From an optimization exercise on the open Yosys and OpenROAD flow, aimed at a short achievable clock period and few clock cycles per item; shortcuts taken in it are not production practice.
At most, simulation tests tie the RTL to the original design; equivalence was not proved.
The RTL of runs 5 and 6 was laid out without a check of its function.
Power and IR drop assume default switching activity.

--- design.v ---
package toy_pkg;
    localparam int DATA_W = 8;
    localparam logic [7:0] IO_ADDR_DEFAULT = 8'hFF;
    typedef enum logic [1:0] {
        IDLE = 2'd0,
        ADDR = 2'd1,
        DONE = 2'd3
    } state_t;
endpackage
module toy_ram_sp
#(
    parameter int         ADDR_W  = 8,
    parameter int         COL_W   = ADDR_W / 2,
    parameter logic [7:0] IO_ADDR = toy_pkg::IO_ADDR_DEFAULT
) (
    input  logic                       CLK,
    input  logic [(1<<(ADDR_W-COL_W))-1:0]          WROW,
    input  logic [(1<<COL_W)-1:0]   WCOL,
    input  logic [toy_pkg::DATA_W-1:0]          WDATA,
    input  logic [(1<<COL_W)-1:0]   RCOL,
    output logic [(1<<(ADDR_W-COL_W))*toy_pkg::DATA_W-1:0] ROW_DATA
);
    localparam int ROWS = 1 << (ADDR_W - COL_W);
    localparam int COLS = 1 << COL_W;
    localparam int W    = toy_pkg::DATA_W;
    logic [ROWS*COLS*W-1:0] mem;
    genvar r, c;
    generate
        for (r = 0; r < ROWS; r++) begin : g_row
            for (c = 0; c < COLS; c++) begin : g_col
                if (r * COLS + c != IO_ADDR[ADDR_W-1:0]) begin : g_st
                    logic [W-1:0] q;
                    always_ff @(posedge CLK) begin
                        if (WROW[r] && WCOL[c]) q <= WDATA;
                    end
                    assign mem[(r*COLS+c)*W +: W] = q;
                end else begin : g_io
                    assign mem[(r*COLS+c)*W +: W] = '0;
                end
            end
        end
    endgenerate
    always_comb begin
        for (int i = 0; i < ROWS; i++) begin
            ROW_DATA[i*W +: W] = '0;
            for (int j = 0; j < COLS; j++) begin
                ROW_DATA[i*W +: W] = ROW_DATA[i*W +: W] | (mem[(i*COLS+j)*W +: W] & {W{RCOL[j]}});
            end
        end
    end
endmodule
module toy_memory
#(
    parameter int         ADDR_W  = 8,
    parameter logic [7:0] IO_ADDR = toy_pkg::IO_ADDR_DEFAULT,
    parameter logic [7:0] OUT_RST = 8'h00
) (
    input  logic              CLK,
    input  logic              RESET_N,
    input  logic [toy_pkg::DATA_W-1:0] D_OUT,
    input  logic              MEM_EN,
    input  logic              WRITE_EN,
    output logic [toy_pkg::DATA_W-1:0] D_IN,
    output logic              READY,
    input  logic [toy_pkg::DATA_W-1:0] IN_PORT,
    output logic [toy_pkg::DATA_W-1:0] OUT_PORT,
    input  logic              LOAD_EN,
    input  logic [ADDR_W-1:0] LOAD_ADDR,
    input  logic [toy_pkg::DATA_W-1:0] LOAD_DATA,
    output logic              LOAD_ACK
);
    localparam int W    = toy_pkg::DATA_W;
    localparam int CB   = 3;
    localparam int RB   = ADDR_W - CB;
    localparam int ROWS = 1 << RB;
    localparam int COLS = 1 << CB;
    toy_pkg::state_t   state_q, state_d;
    logic [W-1:0]      d_in_q, d_in_d;
    logic [W-1:0]      out_q, out_d;
    logic              ready_q, ready_d;
    logic              ack_q;
    logic              wr_q;
    logic              io_q;     
    logic [ROWS-1:0]   row_q, row_d;
    logic [COLS-1:0]   col_q, col_d;
    logic [ROWS*W-1:0] rbyte_q, rbyte_d;
    logic [ROWS-1:0]   crow_q, crow_d;
    logic [COLS-1:0]   ccol_q, ccol_d;
    logic [W-1:0]      cdata_q, cdata_d;
    logic              hit_q;
    logic [W-1:0]      fwd_q;
    logic [ROWS-1:0]   ld_row;
    logic [COLS-1:0]   ld_col;
    logic [W-1:0]      rsel;
    logic idle, in_addr, sel_io, load_go, proc_wr;
    assign idle    = (state_q == toy_pkg::IDLE);
    assign in_addr = (state_q == toy_pkg::ADDR);
    assign sel_io  = io_q;
    assign load_go = idle && !MEM_EN && LOAD_EN;
    assign proc_wr = in_addr && MEM_EN && wr_q;
    always_comb begin
        for (int k = 0; k < ROWS; k++) row_d[k] = (D_OUT[ADDR_W-1:CB] == RB'(k));
        for (int k = 0; k < COLS; k++) col_d[k] = (D_OUT[CB-1:0] == CB'(k));
        for (int k = 0; k < ROWS; k++) ld_row[k] = (LOAD_ADDR[ADDR_W-1:CB] == RB'(k));
        for (int k = 0; k < COLS; k++) ld_col[k] = (LOAD_ADDR[CB-1:0] == CB'(k));
        if (idle) begin
            crow_d  = ld_row & {ROWS{load_go}};
            ccol_d  = ld_col;
            cdata_d = LOAD_DATA;
        end else begin
            crow_d  = row_q & {ROWS{proc_wr && !sel_io}};
            ccol_d  = col_q;
            cdata_d = D_OUT;
        end
        rsel = '0;
        for (int k = 0; k < ROWS; k++) rsel = rsel | (rbyte_q[k*W +: W] & {W{row_q[k]}});
        if (hit_q) rsel = fwd_q;
    end
    always_comb begin
        state_d = state_q;
        ready_d = ready_q;
        d_in_d  = d_in_q;
        out_d   = out_q;
        case (state_q)
            toy_pkg::IDLE: begin
                if (MEM_EN) state_d = toy_pkg::ADDR;
            end
            toy_pkg::ADDR: begin
                if (!MEM_EN) begin
                    state_d = toy_pkg::IDLE;
                end else begin
                    state_d = toy_pkg::DONE;
                    ready_d = 1'b1;
                end
                if (!wr_q) begin
                    d_in_d = sel_io ? IN_PORT : rsel;
                end
                if (proc_wr && sel_io) begin
                    out_d = D_OUT;
                end
            end
            toy_pkg::DONE: begin
                if (!MEM_EN) begin
                    ready_d = 1'b0;
                    state_d = toy_pkg::IDLE;
                end
            end
            default: begin
                ready_d = 1'b0;
                state_d = toy_pkg::IDLE;
            end
        endcase
    end
    always_ff @(posedge CLK or negedge RESET_N) begin
        if (!RESET_N) begin
            state_q <= toy_pkg::IDLE;
            d_in_q  <= '0;
            out_q   <= OUT_RST;
            ready_q <= 1'b0;
            ack_q   <= 1'b0;
        end else begin
            state_q <= state_d;
            d_in_q  <= d_in_d;
            out_q   <= out_d;
            ready_q <= ready_d;
            ack_q   <= load_go;
        end
    end
    always_ff @(posedge CLK) begin
        row_q   <= row_d;
        col_q   <= col_d;
        io_q    <= (D_OUT[ADDR_W-1:0] == IO_ADDR[ADDR_W-1:0]);
        rbyte_q <= rbyte_d;
        wr_q    <= idle ? WRITE_EN : wr_q;
        crow_q  <= crow_d;
        ccol_q  <= ccol_d;
        cdata_q <= cdata_d;
        hit_q   <= |(crow_q & row_d) && |(ccol_q & col_d);
        fwd_q   <= cdata_q;
    end
    toy_ram_sp #(
        .ADDR_W (ADDR_W),
        .COL_W  (CB),
        .IO_ADDR(IO_ADDR)
    ) u_ram (
        .CLK     (CLK),
        .WROW    (crow_q),
        .WCOL    (ccol_q),
        .WDATA   (cdata_q),
        .RCOL    (col_d),
        .ROW_DATA(rbyte_d)
    );
    assign D_IN     = d_in_q;
    assign READY    = ready_q;
    assign OUT_PORT = out_q;
    assign LOAD_ACK = ack_q;
endmodule
--- run.sh ---
#!/bin/bash
# synth_recipe.tcl (not shown) runs the flow's synth.tcl, then flattens the netlist and writes it again
# the make line also repeats each setting of config.mk as NAME=value (left out here)
make -C /OpenROAD-flow-scripts/flow DESIGN_CONFIG=/design/flow/config.mk WORK_HOME=/design/flow/orfs CLKGATE_MAP_FILE= SYNTH_SCRIPT=/design/flow/synth_recipe.tcl finish
--- config.mk ---
export PLATFORM = sky130hd
export DESIGN_NAME = toy_memory
export DESIGN_NICKNAME = toy_memory
export VERILOG_FILES = /design/flow/design.v
export SDC_FILE = /design/flow/constraint.sdc
export NUM_CORES = 4
export LEC_CHECK = 0
export CAP_MARGIN = 20
export CORE_MARGIN = 2
export CORE_UTILIZATION = 55
export CTS_CLUSTER_DIAMETER = 150
export CTS_CLUSTER_SIZE = 25
export SETUP_SLACK_MARGIN = 3.0
export SLEW_MARGIN = 20
export TNS_END_PERCENT = 10
--- constraint.sdc ---
create_clock -name core_clock -period 5.0 [get_ports {CLK}]
set_input_delay 1.0000 -clock core_clock [delete_from_list [all_inputs] [get_ports {CLK}]]
set_output_delay 1.0000 -clock core_clock [all_outputs]
set_load 0.01 [all_outputs]
==> impl_metrics.tcl, run 1 <==
set metrics [dict create \
    most_common_cell_after_layout_fill_and_taps_aside "sky130_fd_sc_hd__edfxtp_1" \
    library_cell_with_the_largest_summed_area_after_synthesis "sky130_fd_sc_hd__edfxtp_1" \
    ys_async_sr_fraction_pct 0.8282 \
    number_of_violations_reported_at_the_end_of_detailed_routing_iteration_0 6503 \
    reg2reg_slack_ps 2560 \
    numCtsBuffers 106 \
    path_class "flip-flop to flip-flop" \
    cp_data_arrival_time_ps 3040 \
    drc_errors 0 \
    clock_path_buffers 3 \
    die-width_microns 396.4 \
    layout_cells_sized_above_1_pct 10.08 \
    routed_via_count 46940 \
    timing.critical_path.depth 5 \
    maxCapViolCount 0 \
    utilization_of_the_core_after_routing_pct 60.70 \
    ctsHtreeMaxLevel 3 \
    hold_class "flip-flop to flip-flop" \
    combined_global_route_utilization_of_all_metal_layers_pct 31.42 \
    cts_hold_buffers 0 \
    post_synth_instance_area_sq_um 84670 \
    cts.clk_slew.worst_paths_ps 100 \
    yosys_register_bits 2415 \
    nNetsFinal 4807 \
    timing.max_slew.rel_slack_pct 24.02 \
    clock_sink_count 2415 \
    cellPowerDensity_nw_per_um2 376.8 \
    worstSkewPairLatency_ps 790 \
    worstReg2RegEnd "d_in_q[1]" \
    antenna_violating_nets_post_route 0 \
    grt_overflow 0 \
    critical_path.startpoint "row_q[30]" \
    netlist-cell-type-count 60 \
    rsz0062_at_grt "true" \
    core_area_sq_um 152400 \
    critPathMaxFanout 9 \
    num_io_pins 55 \
    final.setup.tns_ps 0 \
    finalClockSkew_ps 42.68 \
    synth_seq_area_share_pct 81.34 \
    crit_required_ps 5600 \
    first_global_vias 43980 \
    fill_cells 11140 \
    critical_path.n_buffers_inverters 0 \
    cts_tree "done" \
    num_rows 143 \
    drt_pre_antenna_iters 6 \
    grt_pass1_wl_mm 347.2 \
    crit_path_start_kind "flip-flop" \
    slew_viol_final 0 \
    static-leakage-power_nw 29.20 \
    final_min_period_over_clock_period_pct 48.86 \
    netlist.area_leader.share_pct 72.38 \
    holdWs_ps 439.0 \
    path_delay_family "compound AO/OA/AOI/OAI gates" \
    max_clock_freq_mhz 409.3 \
    layout_common_cells "sky130_fd_sc_hd__edfxtp_1 (2041), sky130_fd_sc_hd__a22oi_1 (702), sky130_fd_sc_hd__dfxtp_1 (327)" \
    ys.warnings.count 2 \
    floorplan.die_area_sq_um 157100 \
    timing.rr.start "row_q[30]" \
    r2r.worst_path.cells 5 \
    post_synth_main_area_contributors "sky130_fd_sc_hd__edfxtp_1 (72%), sky130_fd_sc_hd__dfxtp_1 (8.4%), sky130_fd_sc_hd__a22oi_1 (6.3%)" \
    initial_utilization_pct 55.54 \
    synthesis.nets 4768 \
    port_buffers 54 \
    synth_top_flop_cell "sky130_fd_sc_hd__edfxtp_1" \
    timing_worst_slew_pin_value_ps 1140 \
    outcome "finished clean" \
    number_of_enable_type_register_cells_in_the_synthesized_netlist 2041 \
    cts_root_buffer "sky130_fd_sc_hd__clkbuf_16" \
    crit_chain "a22o_1 -> a221oi_2 -> nand4_1 -> nor3_1 -> o31ai_1" \
    report.final.setup_viol 0 \
    ir_worst_vdd_mv 0.2789 \
    die_y_microns 396.4 \
    syn_area_per_cell_sq_um 17.90 \
    hold_viol_final 0 \
    pin_count_of_the_biggest_net_entering_global_routing 206 \
    antenna_found_initial 18 \
    critPathMaxStageDelay_ps 570 \
    area_grow_syn2layout_pct 9.290 \
    timing.critical_path.slowest_stage_cell "sky130_fd_sc_hd__dfxtp_1" \
    gpl.final_weighted_congestion 0.9162 \
    viasPerCell 6.802 \
    cp-end-kind "flip-flop" \
    wire_per_inst_microns 36.00 \
    worst_setup_path_endpoint "d_in_q[1]" \
    routed_wl_mm 248.4 \
    finalCriticalPeriod_ps 2443 \
    dpl.hpwl_mm 140.4 \
    postSynthCellCount 4731 \
]
[area by class of cell]
class	count	area (sq um)	area share [%]
clock inverters	6	73.82	0.07977
well taps	2030	2540	2.745
multi-input cells	1998	14820	16.01
flip-flops and latches	2415	68950	74.51
inverters	10	37.54	0.04056
diodes	7	17.52	0.01893
repair buffers	239	3070	3.318
clock buffers	195	3029	3.273
[state kept, by name, indices dropped and copies added (netlist names)]
signal and count:
fwd_q 8, state_q 2, ccol_q 8, row_q 32, wr_q 1, col_q 8
hit_q 1, u_ram.g_row.g_col.g_st.q 2040, crow_q 32, ready_q 1, ack_q 1, out_q 8
cdata_q 8, rbyte_q 256, d_in_q 8, io_q 1
[routing by layer]
layer | vias to the layer above | GRT usage (%) | share of wire (%)
met1 | 24680 | 47.13 | 42
met3 | 360 | 5.700 | 9.8
met2 | 2540 | 46.82 | 45
met4 | 12 | 10.59 | 3.4
met5 | - | 0 | 0.026
li1 | 19350 | - | -
[where the power goes]
| group | switching [mW] | internal, mW |
|---|---|---|
| registers | 0.457 | 22.3 |
| clock network | 6.07 | 4.15 |
| logic | 1.31 | 0.552 |
[worst min-delay path, cell delays in order, from the launching register on]
cell and delay, ps:
sky130_fd_sc_hd__dfxtp_1 320, sky130_fd_sc_hd__nand2_1 40, sky130_fd_sc_hd__o21ai_0 50
[timing repair]
action,in CTS,in global routing
resized for setup,208,41
pin swaps,14,4
setup buffers,33,3
gates cloned,26,0
endpoints found under the setup margin,1733,1590
[per-stage QoR]
stage / area (sq um) / power, mW / instances / setup WS, ps
after global placement: 87730 / 24.86 / 6625 / 1210
after floorplan: 84700 / 23.79 / 4731 / 2693
final: 92540 / 34.87 / 6900 / 2557
after detailed placement: 87750 / 24.88 / 6628 / 1205
after global routing: 92520 / 35.73 / 6893 / 2555
after CTS: 92420 / 34.89 / 6888 / 2537
[logic make-up after synthesis]
family | after synthesis | synth area share (%)
AND/OR/NAND/NOR | 758 | 5.057
multiplexers | 21 | 0.3029
flip-flops | 2415 | 81.34
AO/OA/AOI/OAI | 1214 | 11.49
adder cells (fa/ha/maj) | 1 | 0.01182
buffers and inverters | 322 | 1.791
[worst min-delay path by stage]
stage | startpoint | end | slack [ps] | cells after the start
2_1_floorplan | col_q[2] | ccol_q[2] | 400 | 2
3_3_place_gp | col_q[3] | ccol_q[3] | 410 | 2
3_5_place_dp | col_q[7] | ccol_q[7] | 410 | 2
4_1_cts | col_q[7] | ccol_q[7] | 440 | 2
5_1_grt | col_q[1] | ccol_q[1] | 470 | 1
6_report | col_q[7] | ccol_q[7] | 440 | 2
[synthesized netlist by cell type (all sizes together) (2+ instances only)]
master	instances
edfxtp	2041
a22oi	708
dfxtp	354
and2	260
a22o	205
buf	190
a221oi	187
nand3	164
clkbuf	122
nand4	120
nand2	77
nor2	60
a21oi	33
o21ai	32
a222oi	23
dfrtp	20
nor3	17
nor2b	12
mux2i	11
nand3b	11
inv	10
nand2b	9
nor3b	8
o31ai	8
mux2	7
or2	6
a32o	4
and3	4
a31oi	3
mux4	3
or3b	3
a221o	2
nor4b	2
o41ai	2
or3	2
Testbench counts, summed over its fixed seeds: cycles 47,992, accesses 16,000.
==> run 2, diff against run 1 <==
--- a/config.mk
+++ b/config.mk
@@ -8,8 +8,7 @@
 export CAP_MARGIN = 20
 export CORE_MARGIN = 2
 export CORE_UTILIZATION = 55
-export CTS_CLUSTER_DIAMETER = 150
-export CTS_CLUSTER_SIZE = 25
-export SETUP_SLACK_MARGIN = 3.0
+export CTS_CLUSTER_DIAMETER = 120
+export CTS_CLUSTER_SIZE = 22
+export SETUP_SLACK_MARGIN = 2.8
 export SLEW_MARGIN = 20
-export TNS_END_PERCENT = 10
==> impl_metrics.tcl, run 2 <==
set metrics [dict create \
    outcome "finished clean" \
    yosys.cell_count.top_type "sky130_fd_sc_hd__edfxtp_1" \
    cts.clk_slew.worst_paths_ps 90 \
    path_delay_family "flip-flops" \
    clock_path_buffers 3 \
    crit_chain "buf_2" \
    dpl.hpwl_mm 140.7 \
    cp-end-kind "primary output" \
    post_synth_fa_ha_maj_area_fraction_pct 0.01182 \
    hold_viol_final 0 \
    antenna_found_initial 25 \
    combined_global_route_utilization_of_all_metal_layers_pct 30.15 \
    final_min_period_over_clock_period_pct 47.07 \
    wire_per_inst_microns 34.60 \
    hold_class "flip-flop to flip-flop" \
    crit_path_start_kind "flip-flop" \
    port_buffers 54 \
    num_io_pins 55 \
    drc_errors 0 \
    maxCapViolCount 0 \
    num_rows 143 \
    most_common_cell_after_layout_fill_and_taps_aside "sky130_fd_sc_hd__edfxtp_1" \
    fill_cells 11140 \
    die-width_microns 396.4 \
    synthXorXnorAreaFrac_pct 0 \
    timing.max_slew.rel_slack_pct 27.91 \
    grt_overflow 0 \
    worstSkewPairLatency_ps 780 \
    ys_async_sr_fraction_pct 0.8282 \
    post-layout-total-power_mw 35.41 \
    max_clock_freq_mhz 424.9 \
    critical_path.n_buffers_inverters 1 \
    viasPerCell 6.720 \
    timing_worst_slew_pin_value_ps 1081 \
    ctsHtreeMaxLevel 3 \
    commonest_cells_post_synth "sky130_fd_sc_hd__edfxtp_1 (2041), sky130_fd_sc_hd__a22oi_1 (708), sky130_fd_sc_hd__dfxtp_1 (354)" \
    area_grow_syn2layout_pct 9.131 \
    clock_sink_count 2415 \
    final.setup.tns_ps 0 \
    routed_via_count 46320 \
    cp_data_arrival_time_ps 1350 \
    postSynthCellCount 4731 \
    floorplan.die_area_sq_um 157100 \
    rsz0062_at_grt "true" \
    ys.warnings.count 2 \
    antenna_violating_nets_post_route 0 \
    grt_pass1_wl_mm 338.2 \
    post_synth_instance_area_sq_um 84670 \
    initial_utilization_pct 55.54 \
    netlist.area_leader.share_pct 72.38 \
    nNetsFinal 4785 \
    number_of_violations_reported_at_the_end_of_detailed_routing_iteration_0 6718 \
    timing.critical_path.slowest_stage_cell "sky130_fd_sc_hd__dfrtp_1" \
    yosys-mux-area-fraction_pct 0.3029 \
    critPathMaxFanout 2 \
    utilization_of_the_core_after_routing_pct 60.62 \
    numCtsBuffers 120 \
    static-leakage-power_nw 29.05 \
    critPathMaxStageDelay_ps 430 \
    layout_common_cells "sky130_fd_sc_hd__edfxtp_1 (2041), sky130_fd_sc_hd__a22oi_1 (670), sky130_fd_sc_hd__dfxtp_1 (331)" \
    main_combinational_cell_family_by_area_after_synthesis "compound AO/OA/AOI/OAI gates" \
    largest_reg_flops 2040 \
    number_of_enable_type_register_cells_in_the_synthesized_netlist 2041 \
    ir_worst_vdd_mv 0.3275 \
    syn_area_per_cell_sq_um 17.90 \
    die_y_microns 396.4 \
    synth_simple_gate_area_share_pct 5.057 \
    gpl.final_weighted_congestion 0.9892 \
    drt_pre_antenna_iters 9 \
    finalClockSkew_ps 33.44 \
    layout_cells_sized_above_1_pct 10.39 \
    report.final.setup_viol 0 \
    finalCriticalPeriod_ps 2353 \
    yosys_register_bits 2415 \
    crit_required_ps 4000 \
    synth_top_flop_cell "sky130_fd_sc_hd__edfxtp_1" \
    routed_wl_mm 238.5 \
    pin_count_of_the_biggest_net_entering_global_routing 172 \
    first_global_vias 43480 \
    core_area_sq_um 152400 \
    cellPowerDensity_nw_per_um2 383.2 \
    synth_compound_gate_area_share_pct 11.49 \
    library_cell_with_the_largest_summed_area_after_synthesis "sky130_fd_sc_hd__edfxtp_1" \
    path_class "flip-flop to primary output" \
    netlist-cell-type-count 60 \
    largest_registers "u_ram.g_row.g_col.g_st.q x2040, rbyte_q x256" \
    synthesis.nets 4768 \
    regMostFlops "u_ram.g_row.g_col.g_st.q" \
    slew_viol_final 0 \
    cts_tree "done" \
    cts_root_buffer "sky130_fd_sc_hd__clkbuf_16" \
    post_synth_main_area_contributors "sky130_fd_sc_hd__edfxtp_1 (72%), sky130_fd_sc_hd__dfxtp_1 (8.4%), sky130_fd_sc_hd__a22oi_1 (6.3%)" \
    synth_seq_area_share_pct 81.34 \
]
[run 2: area by class of cell]
cell class	instances	area, sq um	share of cell area, %
multi-input combinational	1999	15150	16.40
timing repair buffer	202	2181	2.360
antenna	11	27.53	0.02979
sequential	2415	68930	74.60
inverter	10	41.29	0.04468
clock buffer	222	3471	3.756
clock inverter	4	57.56	0.06229
tap	2030	2540	2.749
[run 2: cells by family (layout without fill, tap and decap cells)]
family / count (synthesis) / after routing
AO/OA/AOI/OAI: 1214 / 1214
adder cells (fa/ha/maj): 1 / 1
AND/OR/NAND/NOR: 758 / 763
multiplexers: 21 / 21
flip-flops: 2415 / 2415
other: 0 / 11
buffers and inverters: 322 / 438
[run 2: timing repair]
| action | 4_1_cts | 5_1_grt |
|---|---|---|
| gates resized for setup | 174 | 36 |
| hold buffers | 0 | 0 |
| setup endpoints to repair | 937 | 49 |
| cloned | 4 | 2 |
| setup buffers | 18 | 8 |
| pin swaps | 7 | 4 |
[run 2: worst register-to-register path, cell delays in order (launching register included)]
cell                       delay (ps)
sky130_fd_sc_hd__dfxtp_1          560
sky130_fd_sc_hd__a22o_1           430
sky130_fd_sc_hd__a221oi_2         530
sky130_fd_sc_hd__nand4_1          190
sky130_fd_sc_hd__nor3_2           340
sky130_fd_sc_hd__o31ai_1          120
[run 2: power by group]
part / total (mW) / internal, mW / switching [mW]
Sequential: 22.8 / 22.3 / 0.471
Clock: 10.9 / 4.71 / 6.15
Combinational: 1.75 / 0.499 / 1.25
[run 2: stage by stage]
step	hold WS, ps	instances	cell area, sq um	setup WS, ps
after floorplan	396.0	4731	85210	2721
after global placement	409.0	6624	88060	989.6
after detailed placement	405.8	6624	88060	948.7
after CTS	435.1	6872	92100	2597
after global routing	458.6	6882	92380	2608
final	431.0	6893	92400	2647
[run 2: path summary, 6_finish.rpt]
path	endpoint	slack (ps)	depth (start not counted)	from
max	D_IN[1]	2650	1	d_in_q[1]
min reg2reg	ccol_q[2]	430	2	col_q[2]
min in group asynchronous	ready_q	610	2	RESET_N
max in group asynchronous	d_in_q[1]	4090	2	RESET_N
min	ccol_q[2]	430	2	col_q[2]
max reg2reg	d_in_q[0]	2710	5	row_q[27]
[run 2: per-layer routing]
metal	global-route usage [%]	up-vias	part of all wire, %
li1	-	19320	-
met1	45.97	24300	42
met2	44.50	2325	45
met3	5.330	364	9.5
met4	9.567	14	3.5
met5	0	-	0.036
==> run 3, diff against run 2 <==
--- a/config.mk
+++ b/config.mk
@@ -7,7 +7,7 @@
 export LEC_CHECK = 0
 export CAP_MARGIN = 20
 export CORE_MARGIN = 2
-export CORE_UTILIZATION = 55
+export CORE_UTILIZATION = 65
 export CTS_CLUSTER_DIAMETER = 120
 export CTS_CLUSTER_SIZE = 22
 export SETUP_SLACK_MARGIN = 2.8
==> impl_metrics.tcl, run 3 <==
set metrics [dict create \
    outcome "finished clean" \
    grt_pass1_wl_mm 326.4 \
    critPathMaxFanout 2 \
    reg2reg_slack_ps 2680 \
    finalClockSkew_ps 17.29 \
    crit_path_start_kind "flip-flop" \
    static-leakage-power_nw 29.16 \
    design_area_sq_um 92200 \
    timing.max_slew.rel_slack_pct 26.38 \
    initial_utilization_pct 65.48 \
    routed_via_count 46540 \
    utilization_of_the_core_after_routing_pct 71.30 \
    final.setup.tns_ps 0 \
    rsz0062_at_grt "true" \
    placement.setup.worst_slack_ps 1226 \
    regMostFlops "u_ram.g_row.g_col.g_st.q" \
    final_min_period_over_clock_period_pct 48.18 \
    hold_class "flip-flop to flip-flop" \
    area_grow_syn2layout_pct 8.896 \
    crit_required_ps 4000 \
    num_rows 132 \
    fill_cells 8142 \
    most_common_cell_after_layout_fill_and_taps_aside "sky130_fd_sc_hd__edfxtp_1" \
    timing.final.ws_setup_ps 2591 \
    cellPowerDensity_nw_per_um2 382.3 \
    critical_path.startpoint "d_in_q[4]" \
    timing_worst_slew_pin_value_ps 1104 \
    ctsHtreeMaxLevel 3 \
    hold_path_end "ccol_q[2]" \
    syn_area_per_cell_sq_um 17.90 \
    yosys.cell_count.top_type "sky130_fd_sc_hd__edfxtp_1" \
    critical_path.n_buffers_inverters 1 \
    die-width_microns 364.9 \
    finalCriticalPeriod_ps 2409 \
    cts_root_buffer "sky130_fd_sc_hd__clkbuf_16" \
    crit_chain "buf_2" \
    path_delay_family "flip-flops" \
    synth_top_flop_cell "sky130_fd_sc_hd__edfxtp_1" \
    post_synth_main_area_contributors "sky130_fd_sc_hd__edfxtp_1 (72%), sky130_fd_sc_hd__dfxtp_1 (8.4%), sky130_fd_sc_hd__a22oi_1 (6.3%)" \
    post_synth_instance_area_sq_um 84670 \
    library_cell_with_the_largest_summed_area_after_synthesis "sky130_fd_sc_hd__edfxtp_1" \
    clock_sink_count 2415 \
    grt_overflow 0 \
    cts_tree "done" \
    commonest_cells_post_synth "sky130_fd_sc_hd__edfxtp_1 (2041), sky130_fd_sc_hd__a22oi_1 (708), sky130_fd_sc_hd__dfxtp_1 (354)" \
    worstSkewPairLatency_ps 780 \
    cp-end-kind "primary output" \
    routed_wl_mm 232.9 \
    report.final.setup_viol 0 \
    number_of_enable_type_register_cells_in_the_synthesized_netlist 2041 \
    gpl.final_weighted_congestion 0.9518 \
    cp_data_arrival_time_ps 1410 \
    layout_common_cells "sky130_fd_sc_hd__edfxtp_1 (2041), sky130_fd_sc_hd__a22oi_1 (673), sky130_fd_sc_hd__dfxtp_1 (333)" \
    number_of_violations_reported_at_the_end_of_detailed_routing_iteration_0 6963 \
    nNetsFinal 4806 \
    die_y_microns 364.9 \
    numPlacedInstances 6350 \
    hold_path_startpoint "col_q[2]" \
    hold_viol_final 0 \
    core_area_sq_um 129300 \
    antenna_found_initial 14 \
    wire_per_inst_microns 35.19 \
    antenna_violating_nets_post_route 0 \
    port_buffers 54 \
    ir_worst_vdd_mv 0.3803 \
    hold_path_cells 2 \
    num_io_pins 55 \
    pin_count_of_the_biggest_net_entering_global_routing 172 \
    critPathMaxStageDelay_ps 460 \
    combined_global_route_utilization_of_all_metal_layers_pct 35.02 \
    cts.clk_slew.worst_paths_ps 90 \
    postSynthCellCount 4731 \
    holdWs_ps 424.5 \
    synthesis.nets 4768 \
    cts_hold_buffers 0 \
    clock_path_buffers 3 \
    yosys_register_bits 2415 \
    worstReg2RegEnd "d_in_q[5]" \
    post-layout-total-power_mw 35.25 \
    path_class "flip-flop to primary output" \
    largest_registers "u_ram.g_row.g_col.g_st.q x2040, rbyte_q x256" \
    ys.warnings.count 2 \
    timing.critical_path.slowest_stage_cell "sky130_fd_sc_hd__dfrtp_1" \
    floorplan.die_area_sq_um 133200 \
    synth_seq_area_share_pct 81.34 \
    numCtsBuffers 119 \
    layout_cells_sized_above_1_pct 10.52 \
    final_cells 6619 \
    r2r.worst_path.cells 5 \
    max_clock_freq_mhz 415.1 \
    dpl.hpwl_mm 136.9 \
    viasPerCell 7.031 \
    drt_pre_antenna_iters 6 \
    timing.rr.start "row_q[6]" \
    slew_viol_final 0 \
    netlist-cell-type-count 60 \
    detailed_place.area_sq_um 87770 \
    first_global_vias 43300 \
    netlist.area_leader.share_pct 72.38 \
    largest_reg_flops 2040 \
    maxCapViolCount 0 \
    drc_errors 0 \
    ys_async_sr_fraction_pct 0.8282 \
]
run 3: changes by cell type in the layout (fill, tap and decap cells not counted), sizes merged, moves of 2 or more:
cell,delta
and3,-2
clkbuf,+4
bufbuf,+5
diode,-9
buf,+18
run 3: cell families after synthesis:
group                      Yosys count  synth area share [%]
adders and majority gates            1               0.01182
buffers and inverters              322                 1.791
muxes                               21                0.3029
and+or+nand+nor                    758                 5.057
AOI/OAI and AO/OA                 1214                 11.49
DFF                               2415                 81.34
run 3: how the worst max path moves through the flow:
stage,endpoint,slack (ps),depth (start not counted)
after floorplan,rbyte_q[106],2720,8
after global placement,rbyte_q[78],1230,7
after detailed placement,rbyte_q[141],1230,7
after CTS,D_IN[0],2580,1
after global routing,OUT_PORT[0],2590,1
final,D_IN[4],2590,1
run 3: cell type report:
type,count,area (sq um),share of cell area [%]
Antenna cell,2,5.005,0.005428
Clock buffer,224,3478,3.772
Clock inverter,3,32.53,0.03528
Inverter,10,41.29,0.04478
Multi-Input combinational cell,1997,14980,16.24
Sequential cell,2415,68950,74.78
Tap cell,1742,2180,2.364
Timing Repair Buffer,226,2545,2.760
run 3: where the power goes:
group	switching (mW)	leakage [nW]	internal, mW	total, mW
sequential	0.461	21.6	22.3	22.8
combinational	1.22	5.87	0.503	1.73
clock	6.03	1.66	4.70	10.7
run 3: timing repair:
action,4_1_cts,5_1_grt
cloned,9,1
setup buffers,24,5
gates resized for setup,168,28
endpoints found under the setup margin,802,94
pin swaps,9,6
run 3: metal layers:
layer,vias up,share of wire (%),track usage [%]
li1,19350,-,-
met1,24020,40,53.61
met2,2809,45,51.73
met3,357,11,5.878
met4,4,3.8,12.39
met5,-,0.0099,0
==> run 4, diff against run 3 <==
--- a/config.mk
+++ b/config.mk
@@ -7,8 +7,8 @@
 export LEC_CHECK = 0
 export CAP_MARGIN = 20
 export CORE_MARGIN = 2
-export CORE_UTILIZATION = 65
+export CORE_UTILIZATION = 55
 export CTS_CLUSTER_DIAMETER = 120
 export CTS_CLUSTER_SIZE = 22
-export SETUP_SLACK_MARGIN = 2.8
+export SETUP_SLACK_MARGIN = 3.1
 export SLEW_MARGIN = 20
==> impl_metrics.tcl, run 4 <==
set metrics [dict create \
    outcome "finished clean" \
    regMostFlops "u_ram.g_row.g_col.g_st.q" \
    floorplan.die_area_sq_um 157100 \
    die_y_microns 396.4 \
    netlist-cell-type-count 60 \
    routed_via_count 47320 \
    combined_global_route_utilization_of_all_metal_layers_pct 31.86 \
    maxCapViolCount 0 \
    synth_seq_area_share_pct 81.34 \
    finalClockSkew_ps 38.77 \
    rsz0062_at_grt "true" \
    initial_utilization_pct 55.54 \
    nNetsFinal 4888 \
    routed_wl_mm 255.0 \
    die-width_microns 396.4 \
    ys_async_sr_fraction_pct 0.8282 \
    first_global_vias 44280 \
    final_min_period_over_clock_period_pct 46.59 \
    dr.max_layer_used "met5" \
    ctsHtreeMaxLevel 3 \
    largest_reg_flops 2040 \
    cts.clk_slew.worst_paths_ps 90 \
    viasPerCell 6.762 \
    layout_common_cells "sky130_fd_sc_hd__edfxtp_1 (2041), sky130_fd_sc_hd__a22oi_1 (649), sky130_fd_sc_hd__dfxtp_1 (314)" \
    area_grow_syn2layout_pct 12.32 \
    wire_per_inst_microns 36.44 \
    largest_registers "u_ram.g_row.g_col.g_st.q x2040, rbyte_q x256" \
    number_of_enable_type_register_cells_in_the_synthesized_netlist 2041 \
    max_clock_freq_mhz 429.2 \
    pin_count_of_the_biggest_net_entering_global_routing 184 \
    post_synth_main_area_contributors "sky130_fd_sc_hd__edfxtp_1 (72%), sky130_fd_sc_hd__dfxtp_1 (8.4%), sky130_fd_sc_hd__a22oi_1 (6.3%)" \
    library_cell_with_the_largest_summed_area_after_synthesis "sky130_fd_sc_hd__edfxtp_1" \
    cellPowerDensity_nw_per_um2 374.6 \
    grt_overflow 0 \
    grt_pass1_wl_mm 351.5 \
    ys.warnings.count 2 \
    crit_path_start_kind "flip-flop" \
    hold_path_cells 2 \
    critical_path.n_buffers_inverters 1 \
    synth_top_flop_cell "sky130_fd_sc_hd__edfxtp_1" \
    drc_errors 0 \
    most_common_cell_after_layout_fill_and_taps_aside "sky130_fd_sc_hd__edfxtp_1" \
    finalCriticalPeriod_ps 2330 \
    report.final.setup_viol 0 \
    static-leakage-power_nw 30.23 \
    drt_pre_antenna_iters 6 \
    hold_viol_final 0 \
    routedLengthMet1_mm 104.5 \
    gpl.final_weighted_congestion 0.9433 \
    wl_met3_mm 25.48 \
    antenna_found_initial 23 \
    cp_data_arrival_time_ps 1330 \
    yosys.cell_count.top_type "sky130_fd_sc_hd__edfxtp_1" \
    layout_cells_sized_above_1_pct 16.28 \
    number_of_violations_reported_at_the_end_of_detailed_routing_iteration_0 6791 \
    holdWs_ps 429.6 \
    crit_chain "buf_2" \
    slew_viol_final 0 \
    clock_sink_count 2415 \
    num_rows 143 \
    numCtsBuffers 119 \
    clock_path_buffers 3 \
    critPathMaxFanout 2 \
    timing.max_slew.rel_slack_pct 28.91 \
    synthesis.nets 4768 \
    postSynthCellCount 4731 \
    timing.critical_path.slowest_stage_cell "sky130_fd_sc_hd__dfrtp_1" \
    crit_required_ps 4000 \
    r2r.worst_path.cells 4 \
    critPathMaxStageDelay_ps 400 \
    core_area_sq_um 152400 \
    cts_tree "done" \
    num_io_pins 55 \
    ir_worst_vdd_mv 0.3084 \
    post_synth_instance_area_sq_um 84670 \
    hold_class "flip-flop to flip-flop" \
    timing.critical_path.depth 1 \
    path_delay_family "flip-flops" \
    worstSkewPairLatency_ps 790 \
    cts_root_buffer "sky130_fd_sc_hd__clkbuf_16" \
    syn_area_per_cell_sq_um 17.90 \
    port_buffers 54 \
    antenna_violating_nets_post_route 0 \
    commonest_cells_post_synth "sky130_fd_sc_hd__edfxtp_1 (2041), sky130_fd_sc_hd__a22oi_1 (708), sky130_fd_sc_hd__dfxtp_1 (354)" \
    yosys_register_bits 2415 \
    cp-end-kind "primary output" \
    path_class "flip-flop to primary output" \
    cts_hold_buffers 0 \
    detailroute.wirelength.met2_mm 115.9 \
    netlist.area_leader.share_pct 72.38 \
    dpl.hpwl_mm 141.3 \
    timing_worst_slew_pin_value_ps 1066 \
    final.setup.tns_ps 0 \
]
[run 4: cell counts after synthesis]
Identical to the previous run, type by type.
[run 4: layer usage]
metal / track usage [%] / vias to the layer above
li1: - / 19540
met1: 47.58 / 24790
met2: 48.17 / 2607
met3: 5.388 / 376
met4: 10.36 / 8
met5: 0 / -
[run 4: final cells by class]
cell class / instances / area (sq um)
Antenna cell: 12 / 30.03
Clock buffer: 222 / 3428
Multi-Input combinational cell: 1999 / 15810
Timing Repair Buffer: 306 / 4223
Fill cell: 10900 / 57340
Clock inverter: 4 / 41.29
Inverter: 10 / 48.80
Tap cell: 2030 / 2540
Sequential cell: 2415 / 68980
[run 4: worst reg2reg max path, cell delays in order (launching register included)]
cell,delay (ps)
sky130_fd_sc_hd__dfxtp_4,400
sky130_fd_sc_hd__a222oi_1,950
sky130_fd_sc_hd__nand4_1,360
sky130_fd_sc_hd__nor3_4,330
sky130_fd_sc_hd__o31ai_1,120
[run 4: cells by family (layout without fill, tap and decap cells)]
logic type                 Yosys count  in the layout  synth area share, %
AOI/OAI and AO/OA                 1214           1214                11.49
adders and majority gates            1              1              0.01182
buffers and inverters              322            542                1.791
DFF                               2415           2415                81.34
muxes                               21             21               0.3029
other                                0             12                    0
and+or+nand+nor                    758            763                5.057
[run 4: path summary, 6_finish.rpt]
path                           start          end  slack, ps
hold / removal              col_q[2]    ccol_q[2]        430
min in group asynchronous    RESET_N     out_q[5]        600
setup reg to reg           row_q[11]    d_in_q[3]       2720
setup / recovery            out_q[0]  OUT_PORT[0]       2670
max in group asynchronous    RESET_N    d_in_q[4]       4070
hold reg to reg             col_q[2]    ccol_q[2]        430
[run 4: where the power goes]
group / leakage [nW] / switching, mW / total (mW) / internal [mW]
clock: 1.64 / 6.16 / 10.8 / 4.64
combinational: 6.95 / 1.40 / 2.05 / 0.655
sequential: 21.6 / 0.447 / 22.8 / 22.3
[run 4: through the flow]
stage | cells | instance area [sq um] | setup WS (ps) | utilization [%] | total power, mW
finish | 6998 | 95110 | 2670 | 62.39 | 35.63
global route | 6986 | 95080 | 2626 | 62.37 | 36.49
CTS | 6960 | 94350 | 2625 | 61.90 | 35.57
global placement | 6633 | 88290 | 977.1 | 57.92 | 24.88
floorplan | 4731 | 85450 | 2721 | - | 23.84
detailed placement | 6633 | 88300 | 905.7 | 57.92 | 24.90
[run 4: repair_timing]
item / 4_1_cts / 5_1_grt
hold endpoints to repair: 0 / 0
setup buffers: 77 / 17
endpoints found under the setup margin: 2375 / 407
cloned: 24 / 9
pin swaps: 48 / 38
gates resized for setup: 419 / 94
==> run 5, diff against run 4 <==
--- a/design.v
+++ b/design.v
@@ -10,18 +10,17 @@
 module toy_ram_sp
 #(
     parameter int         ADDR_W  = 8,
-    parameter int         COL_W   = ADDR_W / 2,
     parameter logic [7:0] IO_ADDR = toy_pkg::IO_ADDR_DEFAULT
 ) (
     input  logic                       CLK,
-    input  logic [(1<<(ADDR_W-COL_W))-1:0]          WROW,
-    input  logic [(1<<COL_W)-1:0]   WCOL,
+    input  logic [(1<<(ADDR_W/2))-1:0]          WROW,
+    input  logic [(1<<(ADDR_W-ADDR_W/2))-1:0]   WCOL,
     input  logic [toy_pkg::DATA_W-1:0]          WDATA,
-    input  logic [(1<<COL_W)-1:0]   RCOL,
-    output logic [(1<<(ADDR_W-COL_W))*toy_pkg::DATA_W-1:0] ROW_DATA
+    input  logic [(1<<(ADDR_W-ADDR_W/2))-1:0]   RCOL,
+    output logic [(1<<(ADDR_W/2))*toy_pkg::DATA_W-1:0] ROW_DATA
 );
-    localparam int ROWS = 1 << (ADDR_W - COL_W);
-    localparam int COLS = 1 << COL_W;
+    localparam int ROWS = 1 << (ADDR_W / 2);
+    localparam int COLS = 1 << (ADDR_W - ADDR_W / 2);
     localparam int W    = toy_pkg::DATA_W;
     logic [ROWS*COLS*W-1:0] mem;
     genvar r, c;
@@ -70,17 +69,18 @@
     output logic              LOAD_ACK
 );
     localparam int W    = toy_pkg::DATA_W;
-    localparam int CB   = 3;
-    localparam int RB   = ADDR_W - CB;
+    localparam int RB   = ADDR_W / 2;
+    localparam int CB   = ADDR_W - RB;
     localparam int ROWS = 1 << RB;
     localparam int COLS = 1 << CB;
+    localparam logic [RB-1:0] IO_ROW = IO_ADDR[ADDR_W-1:CB];
+    localparam logic [CB-1:0] IO_COL = IO_ADDR[CB-1:0];
     toy_pkg::state_t   state_q, state_d;
     logic [W-1:0]      d_in_q, d_in_d;
     logic [W-1:0]      out_q, out_d;
     logic              ready_q, ready_d;
     logic              ack_q;
     logic              wr_q;
-    logic              io_q;     
     logic [ROWS-1:0]   row_q, row_d;
     logic [COLS-1:0]   col_q, col_d;
     logic [ROWS*W-1:0] rbyte_q, rbyte_d;
@@ -95,7 +95,7 @@
     logic idle, in_addr, sel_io, load_go, proc_wr;
     assign idle    = (state_q == toy_pkg::IDLE);
     assign in_addr = (state_q == toy_pkg::ADDR);
-    assign sel_io  = io_q;
+    assign sel_io  = row_q[IO_ROW] && col_q[IO_COL];
     assign load_go = idle && !MEM_EN && LOAD_EN;
     assign proc_wr = in_addr && MEM_EN && wr_q;
     always_comb begin
@@ -169,7 +169,6 @@
     always_ff @(posedge CLK) begin
         row_q   <= row_d;
         col_q   <= col_d;
-        io_q    <= (D_OUT[ADDR_W-1:0] == IO_ADDR[ADDR_W-1:0]);
         rbyte_q <= rbyte_d;
         wr_q    <= idle ? WRITE_EN : wr_q;
         crow_q  <= crow_d;
@@ -180,7 +179,6 @@
     end
     toy_ram_sp #(
         .ADDR_W (ADDR_W),
-        .COL_W  (CB),
         .IO_ADDR(IO_ADDR)
     ) u_ram (
         .CLK     (CLK),
--- a/config.mk
+++ b/config.mk
@@ -7,8 +7,7 @@
 export LEC_CHECK = 0
 export CAP_MARGIN = 20
 export CORE_MARGIN = 2
-export CORE_UTILIZATION = 55
-export CTS_CLUSTER_DIAMETER = 120
-export CTS_CLUSTER_SIZE = 22
-export SETUP_SLACK_MARGIN = 3.1
+export CORE_UTILIZATION = 50
+export SETUP_SLACK_MARGIN = 3.0
 export SLEW_MARGIN = 20
+export TNS_END_PERCENT = 10
==> impl_metrics.tcl, run 5 <==
set metrics [dict create \
    final_min_period_over_clock_period_pct 48.71 \
    cp_data_arrival_time_ps 1440 \
    die_y_microns 416.5 \
    grt_overflow 0 \
    cts_hold_buffers 0 \
    timing_worst_slew_pin_value_ps 1195 \
    timing.max_slew.rel_slack_pct 20.33 \
    pin_count_of_the_biggest_net_entering_global_routing 173 \
    drc_errors 0 \
    reg2reg_slack_ps 2600 \
    most_common_cell_after_layout_fill_and_taps_aside "sky130_fd_sc_hd__edfxtp_1" \
    combined_global_route_utilization_of_all_metal_layers_pct 42.29 \
    path_class "flip-flop to primary output" \
    ir_worst_vdd_mv 0.3375 \
    static-leakage-power_nw 34.09 \
    grt_pass1_wl_mm 486.1 \
    yosys_register_bits 2270 \
    gpl.final_weighted_congestion 1.020 \
    largest_reg_flops 2040 \
    regMostFlops "u_ram.g_row.g_col.g_st.q" \
    cts_tree "done" \
    cts.clk_slew.worst_paths_ps 60 \
    cts_root_buffer "sky130_fd_sc_hd__clkbuf_16" \
    core_area_sq_um 169300 \
    netlist.area_leader.share_pct 72.05 \
    wire_per_inst_microns 47.17 \
    timing.critical_path.slowest_stage_cell "sky130_fd_sc_hd__dfrtp_1" \
    library_cell_with_the_largest_summed_area_after_synthesis "sky130_fd_sc_hd__edfxtp_1" \
    report.final.setup_viol 0 \
    floorplan.die_area_sq_um 173400 \
    critPathMaxStageDelay_ps 400 \
    nNetsFinal 5494 \
    synth_seq_area_share_pct 77.56 \
    finalCriticalPeriod_ps 2435 \
    yosys.cell_count.top_type "sky130_fd_sc_hd__edfxtp_1" \
    critical_path.n_buffers_inverters 1 \
    clock_path_buffers 3 \
    viasPerCell 7.411 \
    largest_registers "u_ram.g_row.g_col.g_st.q x2040, rbyte_q x128" \
    area_grow_syn2layout_pct 19.73 \
    post_synth_main_area_contributors "sky130_fd_sc_hd__edfxtp_1 (72%), sky130_fd_sc_hd__dfxtp_1 (4.9%), sky130_fd_sc_hd__a22oi_1 (3.7%)" \
    crit_path_start_kind "flip-flop" \
    post_synth_instance_area_sq_um 85060 \
    hold_class "flip-flop to flip-flop" \
    first_global_vias 52650 \
    synth_top_flop_cell "sky130_fd_sc_hd__edfxtp_1" \
    layout_cells_sized_above_1_pct 21.10 \
    final_cells 7929 \
    hold_viol_final 0 \
    numPlacedInstances 7196 \
    antenna_violating_nets_post_route 0 \
    drt_pre_antenna_iters 9 \
    num_rows 151 \
    ys.warnings.count 2 \
    slew_viol_final 0 \
    syn_area_per_cell_sq_um 16.96 \
    synthesis.nets 5052 \
    max_clock_freq_mhz 410.6 \
    rsz0062_at_grt "true" \
    cellPowerDensity_nw_per_um2 414.5 \
    design_area_sq_um 101800 \
    path_delay_family "flip-flops" \
    initial_utilization_pct 50.25 \
    ys_async_sr_fraction_pct 0.8811 \
    outcome "finished clean" \
    port_buffers 54 \
    antenna_found_initial 46 \
    layout_common_cells "sky130_fd_sc_hd__edfxtp_1 (2041), sky130_fd_sc_hd__a22oi_1 (382), sky130_fd_sc_hd__buf_4 (302)" \
    number_of_violations_reported_at_the_end_of_detailed_routing_iteration_0 12610 \
    routed_via_count 58770 \
    number_of_enable_type_register_cells_in_the_synthesized_netlist 2041 \
    maxCapViolCount 0 \
    clock_sink_count 2270 \
    detailed_place.area_sq_um 89290 \
    worstSkewPairLatency_ps 900 \
    routed_wl_mm 374.0 \
    final.setup.tns_ps 0 \
    cp-end-kind "primary output" \
    dpl.hpwl_mm 220.0 \
    crit_required_ps 4000 \
    ctsHtreeMaxLevel 4 \
    postSynthCellCount 5015 \
    num_io_pins 55 \
    post-layout-total-power_mw 42.21 \
    finalClockSkew_ps 51.94 \
    critPathMaxFanout 2 \
    netlist-cell-type-count 74 \
    commonest_cells_post_synth "sky130_fd_sc_hd__edfxtp_1 (2041), sky130_fd_sc_hd__a22oi_1 (423), sky130_fd_sc_hd__and2_1 (262)" \
    numCtsBuffers 225 \
    crit_chain "buf_2" \
    die-width_microns 416.5 \
]
==> run 5: cell types whose count changed after synthesis, moves of 47 or more <==
cell,change
sky130_fd_sc_hd__a22oi_1,-285
sky130_fd_sc_hd__o21ai_0,+72
sky130_fd_sc_hd__mux2i_1,+221
sky130_fd_sc_hd__nand3_1,-133
sky130_fd_sc_hd__dfxtp_1,-145
sky130_fd_sc_hd__a22o_1,-82
sky130_fd_sc_hd__nand4_1,-110
sky130_fd_sc_hd__mux2_2,+47
sky130_fd_sc_hd__nand2_1,+79
sky130_fd_sc_hd__buf_2,-52
sky130_fd_sc_hd__nor2_1,+128
sky130_fd_sc_hd__o22ai_1,+151
==> run 5: cell families (layout without fill, tap and decap cells) <==
| kind of cell | Yosys count | after routing | share of synthesized area (%) |
|---|---|---|---|
| flip-flops | 2270 | 2270 | 77.56 |
| AO/OA/AOI/OAI | 1278 | 1278 | 11.34 |
| AND/OR/NAND/NOR | 787 | 789 | 4.778 |
| buffers and inverters | 363 | 1004 | 2.123 |
| multiplexers | 316 | 316 | 4.191 |
| adder cells (fa/ha/maj) | 1 | 1 | 0.01177 |
| other | 0 | 53 | 0 |
==> run 5: path summary, 6_finish.rpt <==
check,start,endpoint,depth (start not counted)
worst max-delay path,out_q[2],OUT_PORT[2],1
worst min-delay path,col_q[10],ccol_q[10],1
worst max register to register,row_q[14],d_in_q[1],5
worst min register to register,col_q[10],ccol_q[10],1
max in group asynchronous,RESET_N,d_in_q[4],1
min in group asynchronous,RESET_N,out_q[7],1
==> run 5: per-layer routing <==
metal  vias up  part of all wire, %  track usage (%)
met3      1500                   18            19.53
met5         -                0.086                0
met2      6351                   40            57.18
met1     29530                   34            54.38
li1      21360                    -                -
met4        26                  8.1            28.10
==> run 5: worst register-to-register path: cells and delay by family (launching register included) <==
kind,cells,cell delay [ps]
and+or+nand+nor,2,420
AOI/OAI and AO/OA,3,1320
DFF,1,520
==> run 5: layout make-up <==
class / count / area, sq um
inverter: 21 / 118.9
clock inverter: 128 / 1177
fill: 12440 / 67440
clock buffer: 300 / 6377
antenna: 53 / 132.6
sequential: 2270 / 66020
tap: 2218 / 2775
multi-input combinational: 2384 / 18590
timing repair buffer: 555 / 6656
==> run 5: through the flow <==
step           hold slack [ps]  worst slack [ps]  util (%)
2_1_floorplan            419.2              2459         -
3_3_place_gp             430.8              1065     52.73
3_5_place_dp             434.9              1039     52.75
4_1_cts                  449.0              2528     59.73
5_1_grt                  473.3              2548     60.09
6_report                 452.4              2565     60.16
==> run 5: power breakdown <==
group,internal [mW],switching (mW),total [mW]
Sequential,21.1,0.408,21.5
Combinational,0.958,2.28,3.24
Clock,9.92,7.51,17.4
Total,32.0,10.2,42.2
==> run 5: what timing repair did <==
action | CTS | global route
pin swaps | 74 | 15
gates resized for setup | 483 | 64
setup endpoints to repair | 985 | 958
endpoints found under the hold margin | 0 | 0
gates cloned | 31 | 2
buffers inserted | 188 | 31
==> run 6, diff against run 5 <==
==> design.v (replaced) <==
package toy_pkg;
    localparam int DATA_W = 8;
    localparam logic [7:0] IO_ADDR_DEFAULT = 8'hFF;
    typedef enum logic [1:0] {
        IDLE = 2'd0,
        ADDR = 2'd1,
        XFER = 2'd2,
        DONE = 2'd3
    } state_t;
endpackage
module toy_ram_sp
#(
    parameter int ADDR_W = 8
) (
    input  logic              CLK,
    input  logic              WE,
    input  logic [ADDR_W-1:0] ADDR,
    input  logic [toy_pkg::DATA_W-1:0] WDATA,
    output logic [toy_pkg::DATA_W-1:0] RDATA
);
    logic [toy_pkg::DATA_W-1:0] mem [0:(1<<ADDR_W)-1];
    always_ff @(posedge CLK) begin
        if (WE) begin
            mem[ADDR] <= WDATA;
        end
        RDATA <= mem[ADDR];
    end
endmodule
module toy_memory
#(
    parameter int         ADDR_W  = 8,
    parameter logic [7:0] IO_ADDR = toy_pkg::IO_ADDR_DEFAULT,
    parameter logic [7:0] OUT_RST = 8'h00
) (
    input  logic              CLK,
    input  logic              RESET_N,
    input  logic [toy_pkg::DATA_W-1:0] D_OUT,
    input  logic              MEM_EN,
    input  logic              WRITE_EN,
    output logic [toy_pkg::DATA_W-1:0] D_IN,
    output logic              READY,
    input  logic [toy_pkg::DATA_W-1:0] IN_PORT,
    output logic [toy_pkg::DATA_W-1:0] OUT_PORT,
    input  logic              LOAD_EN,
    input  logic [ADDR_W-1:0] LOAD_ADDR,
    input  logic [toy_pkg::DATA_W-1:0] LOAD_DATA,
    output logic              LOAD_ACK
);
    toy_pkg::state_t            state_q, state_d;
    logic [ADDR_W-1:0] mar_q, mar_d;
    logic [toy_pkg::DATA_W-1:0] d_in_q, d_in_d;
    logic [toy_pkg::DATA_W-1:0] out_q, out_d;
    logic              ready_q, ready_d;
    logic              ack_q, ack_d;
    logic              rd_pend_q, rd_pend_d;
    logic              ram_we;
    logic [ADDR_W-1:0] ram_addr;
    logic [toy_pkg::DATA_W-1:0] ram_wdata;
    logic [toy_pkg::DATA_W-1:0] ram_rdata;
    logic mar_is_io;
    logic load_go;
    assign mar_is_io = (mar_q == IO_ADDR[ADDR_W-1:0]);
    assign load_go   = (state_q == toy_pkg::IDLE) && !MEM_EN && LOAD_EN;
    always_comb begin
        state_d   = state_q;
        mar_d     = mar_q;
        d_in_d    = d_in_q;
        out_d     = out_q;
        ready_d   = ready_q;
        ack_d     = load_go;
        rd_pend_d = 1'b0;
        ram_we    = 1'b0;
        ram_addr  = mar_q;
        ram_wdata = D_OUT;
        case (state_q)
            toy_pkg::IDLE: begin
                if (MEM_EN) begin
                    mar_d   = D_OUT[ADDR_W-1:0];
                    state_d = toy_pkg::ADDR;
                end else if (LOAD_EN) begin
                    ram_we    = 1'b1;
                    ram_addr  = LOAD_ADDR;
                    ram_wdata = LOAD_DATA;
                end
            end
            toy_pkg::ADDR: begin
                if (!MEM_EN) begin
                    state_d = toy_pkg::IDLE;
                end else begin
                    state_d = toy_pkg::XFER;
                    if (WRITE_EN) begin
                        if (mar_is_io) begin
                            out_d = D_OUT;
                        end else begin
                            ram_we = 1'b1;
                        end
                    end else if (mar_is_io) begin
                        d_in_d = IN_PORT;
                    end else begin
                        rd_pend_d = 1'b1;
                    end
                end
            end
            toy_pkg::XFER: begin
                ready_d = 1'b1;
                state_d = toy_pkg::DONE;
                if (rd_pend_q) begin
                    d_in_d = ram_rdata;
                end
            end
            toy_pkg::DONE: begin
                if (!MEM_EN) begin
                    ready_d = 1'b0;
                    state_d = toy_pkg::IDLE;
                end
            end
            default: begin
                ready_d = 1'b0;
                state_d = toy_pkg::IDLE;
            end
        endcase
    end
    always_ff @(posedge CLK or negedge RESET_N) begin
        if (!RESET_N) begin
            state_q   <= toy_pkg::IDLE;
            mar_q     <= '0;
            d_in_q    <= '0;
            out_q     <= OUT_RST;
            ready_q   <= 1'b0;
            ack_q     <= 1'b0;
            rd_pend_q <= 1'b0;
        end else begin
            state_q   <= state_d;
            mar_q     <= mar_d;
            d_in_q    <= d_in_d;
            out_q     <= out_d;
            ready_q   <= ready_d;
            ack_q     <= ack_d;
            rd_pend_q <= rd_pend_d;
        end
    end
    toy_ram_sp #(
        .ADDR_W(ADDR_W)
    ) u_ram (
        .CLK  (CLK),
        .WE   (ram_we),
        .ADDR (ram_addr),
        .WDATA(ram_wdata),
        .RDATA(ram_rdata)
    );
    assign D_IN     = d_in_q;
    assign READY    = ready_q;
    assign OUT_PORT = out_q;
    assign LOAD_ACK = ack_q;
endmodule
--- a/config.mk
+++ b/config.mk
@@ -7,7 +7,5 @@
 export LEC_CHECK = 0
 export CAP_MARGIN = 20
 export CORE_MARGIN = 2
-export CORE_UTILIZATION = 50
-export SETUP_SLACK_MARGIN = 3.0
+export CORE_UTILIZATION = 40
 export SLEW_MARGIN = 20
-export TNS_END_PERCENT = 10
==> impl_metrics.tcl, run 6 <==
set metrics [dict create \
    synth_seq_area_share_pct 76.50 \
    initial_utilization_pct 40.31 \
    yosys.cell_count.top_type "sky130_fd_sc_hd__edfxtp_1" \
    netlist.area_leader.share_pct 75.41 \
    multi_input_area_sq_um 17940 \
    num_rows 165 \
    grt_overflow 0 \
    r2r.worst_path.cells 12 \
    hold_class "input port to async pin" \
    final_cells 8426 \
    final_min_period_over_clock_period_pct 93.35 \
    static-leakage-power_nw 30.92 \
    worstSkewPairLatency_ps 840 \
    reg2reg_slack_ps 330 \
    combined_global_route_utilization_of_all_metal_layers_pct 21.07 \
    synthesis.nets 5263 \
    critPathMaxFanout 21 \
    outcome "finished clean" \
    number_of_violations_reported_at_the_end_of_detailed_routing_iteration_0 6002 \
    report.final.setup_viol 0 \
    clock_sink_count 2085 \
    pin_count_of_the_biggest_net_entering_global_routing 131 \
    ir_worst_vdd_mv 0.3884 \
    maxCapViolCount 0 \
    finalCriticalPeriod_ps 4667 \
    regMostFlops "u_ram.mem" \
    slew_viol_final 0 \
    critical_path.n_buffers_inverters 4 \
    numCtsBuffers 205 \
    routed_wl_mm 223.2 \
    antenna_found_initial 4 \
    viasPerCell 5.681 \
    port_buffers 54 \
    timing.critical_path.depth 12 \
    critPathMaxStageDelay_ps 870 \
    drt_pre_antenna_iters 6 \
    cp-end-kind "flip-flop" \
    numPlacedInstances 8043 \
    cts_tree "done" \
    post_synth_instance_area_sq_um 81550 \
    antenna_violating_nets_post_route 0 \
    area_grow_syn2layout_pct 16.42 \
    finalClockSkew_ps 56.47 \
    path_delay_family "compound AO/OA/AOI/OAI gates" \
    ctsHtreeMaxLevel 4 \
    die-width_microns 455.5 \
    synth_top_flop_cell "sky130_fd_sc_hd__edfxtp_1" \
    postSynthCellCount 5221 \
    cts_hold_buffers 0 \
    first_global_vias 47020 \
    post_synth_main_area_contributors "sky130_fd_sc_hd__edfxtp_1 (75%), sky130_fd_sc_hd__mux4_2 (4.7%), sky130_fd_sc_hd__nand2_1 (4.5%)" \
    drc_errors 0 \
    max_clock_freq_mhz 214.2 \
    cp_data_arrival_time_ps 5360 \
    grt_pass1_wl_mm 325.0 \
    path_class "flip-flop to flip-flop" \
    library_cell_with_the_largest_summed_area_after_synthesis "sky130_fd_sc_hd__edfxtp_1" \
    routed_via_count 47870 \
    clock_path_buffers 3 \
    fill_cells 17200 \
    yosys_register_bits 2085 \
    core_area_sq_um 202300 \
    ys.warnings.count 2 \
    netlist-cell-type-count 52 \
    timing_worst_slew_pin_value_ps 1095 \
    final.setup.tns_ps 0 \
    layout_common_cells "sky130_fd_sc_hd__edfxtp_1 (2048), sky130_fd_sc_hd__nand2_1 (950), sky130_fd_sc_hd__a21oi_1 (424)" \
    crit_chain "inv_1 -> ha_1 -> nand3b_1 -> a21o_4 -> buf_12 -> buf_4 -> mux4_2 -> a22oi_1 -> nand4_1 -> a222oi_1 -> buf_4 -> nand4_1" \
    num_io_pins 55 \
    timing.final.ws_setup_ps 332.5 \
    ys_async_sr_fraction_pct 1.391 \
    layout_cells_sized_above_1_pct 16.41 \
    rsz0062_at_grt "false" \
    dpl.hpwl_mm 141.8 \
    commonest_cells_post_synth "sky130_fd_sc_hd__edfxtp_1 (2048), sky130_fd_sc_hd__nand2_1 (967), sky130_fd_sc_hd__a21oi_1 (425)" \
    nNetsFinal 5620 \
    hold_viol_final 0 \
    number_of_enable_type_register_cells_in_the_synthesized_netlist 2048 \
    cts_setup_buffers 0 \
    floorplan.die_area_sq_um 207500 \
    gpl.final_weighted_congestion 0.9460 \
    crit_required_ps 5690 \
    post_cts_resize_count 0 \
    wire_per_inst_microns 26.49 \
    timing.max_slew.rel_slack_pct 26.53 \
    cts.clk_slew.worst_paths_ps 60 \
    cts_root_buffer "sky130_fd_sc_hd__clkbuf_16" \
    crit_path_start_kind "flip-flop" \
    die_y_microns 455.5 \
    largest_reg_flops 2048 \
    syn_area_per_cell_sq_um 15.62 \
    most_common_cell_after_layout_fill_and_taps_aside "sky130_fd_sc_hd__edfxtp_1" \
    timing.critical_path.slowest_stage_cell "sky130_fd_sc_hd__a222oi_1" \
    area.sequential_sq_um 62380 \
    cellPowerDensity_nw_per_um2 560.0 \
    placement.setup.worst_slack_ps -332.0 \
]
==> run 6: worst register-to-register path, delay by kind of cell, from the launching register on <==
kind / cells / cell delay [ps]
AO/OA/AOI/OAI: 3 / 1750
buffers and inverters: 4 / 860
AND/OR/NAND/NOR: 3 / 810
flip-flops: 1 / 460
adder cells (fa/ha/maj): 1 / 370
multiplexers: 1 / 310
==> run 6: cell families after synthesis <==
group                      synth area share, %
AOI/OAI and AO/OA                        7.137
buffers and inverters                    1.918
muxes                                    6.439
DFF                                      76.50
adders and majority gates              0.07671
and+or+nand+nor                          7.932
==> run 6: cell type report <==
type	instances	share of cell area [%]
flip-flops and latches	2085	65.71
inverters	17	0.06721
diodes	1	0.002636
multi-input cells	2783	18.90
clock buffers	263	5.710
repair buffers	486	4.810
clock inverters	119	1.285
well taps	2672	3.521
==> run 6: metal layers <==
layer	vias to the layer above	GRT usage, %	share of wire (%)
met4	8	7.272	3.4
met5	-	0.4363	0.076
met1	24450	28.74	41
met2	2051	33.22	47
li1	20960	-	-
met3	403	4.891	8.5
==> run 6: path summary, 6_finish.rpt <==
kind                                  from        endpoint
max in group asynchronous          RESET_N        out_q[5]
worst min-delay path               RESET_N       d_in_q[4]
worst max register to register  state_q[0]  u_ram.RDATA[5]
worst min register to register   d_in_q[2]       d_in_q[2]
min in group core_clock          d_in_q[2]       d_in_q[2]
worst max-delay path            state_q[0]  u_ram.RDATA[5]
==> run 6: report_power, final <==
part           internal [mW]  switching (mW)  leakage (nW)
clock network           8.79            6.57          3.21
registers               20.1           0.182          18.9
logic                   5.83            11.7          8.85
==> run 6: metrics by stage <==
stage | hold WS (ps) | power (mW) | cell area [sq um] | utilization, %
after floorplan | 492.1 | 30.66 | 81570 | -
after detailed placement | 470.4 | 38.06 | 88300 | 43.64
final | 289.5 | 53.17 | 94940 | 46.93
after global placement | 466.0 | 37.99 | 88290 | 43.64
after CTS | 261.3 | 53.31 | 94940 | 46.93
after global routing | 292.1 | 55.13 | 94940 | 46.93

separate check: timing with driven ports:
How much do the figures lean on ideal ports? The routed layouts below were timed once more, with nothing changed but the port constraints.
Step 1 assumes that a clkbuf_16 drives the clock port and a buf_2 every other input.
Step 2, shift: input delay + t, output delay - t, t = (earliest + latest rising clock arrival at the registers) / 2. This alone moves slack from input paths to output paths.
Three values: ideal ports, drivers, drivers and shift; two values: the first two.
run	t, ns	setup slack, ns	hold WS [ns]	worst setup path at the end	worst data-port slew with drivers (ns)
run 1	0.851	2.557 / 2.490 / 1.940	0.439 / 0.439 / 0.439	input to register	0.21
run 2	0.851	2.647 / 2.562 / 1.844	0.431 / 0.431 / 0.431	input to register	0.18
run 3	0.851	2.591 / 2.509 / 1.923	0.424 / 0.424 / 0.424	input to register	0.22
run 4	0.853	2.670 / 2.586 / 2.177	0.430 / 0.430 / 0.430	input to register	0.19
run 5	0.968	2.565 / 2.472 / 1.534	0.452 / 0.452 / 0.452	input to register	0.37
run 6	0.907	0.333 / 0.333 / -0.388	0.289 / 0.224 / 0.479	input to register	0.05
With both steps, setup timing fails in run 6, where it was met with ideal ports. The setup slack of run 5, which loses most, moves by -0.093 ns with the drivers and by -1.031 ns with both steps.
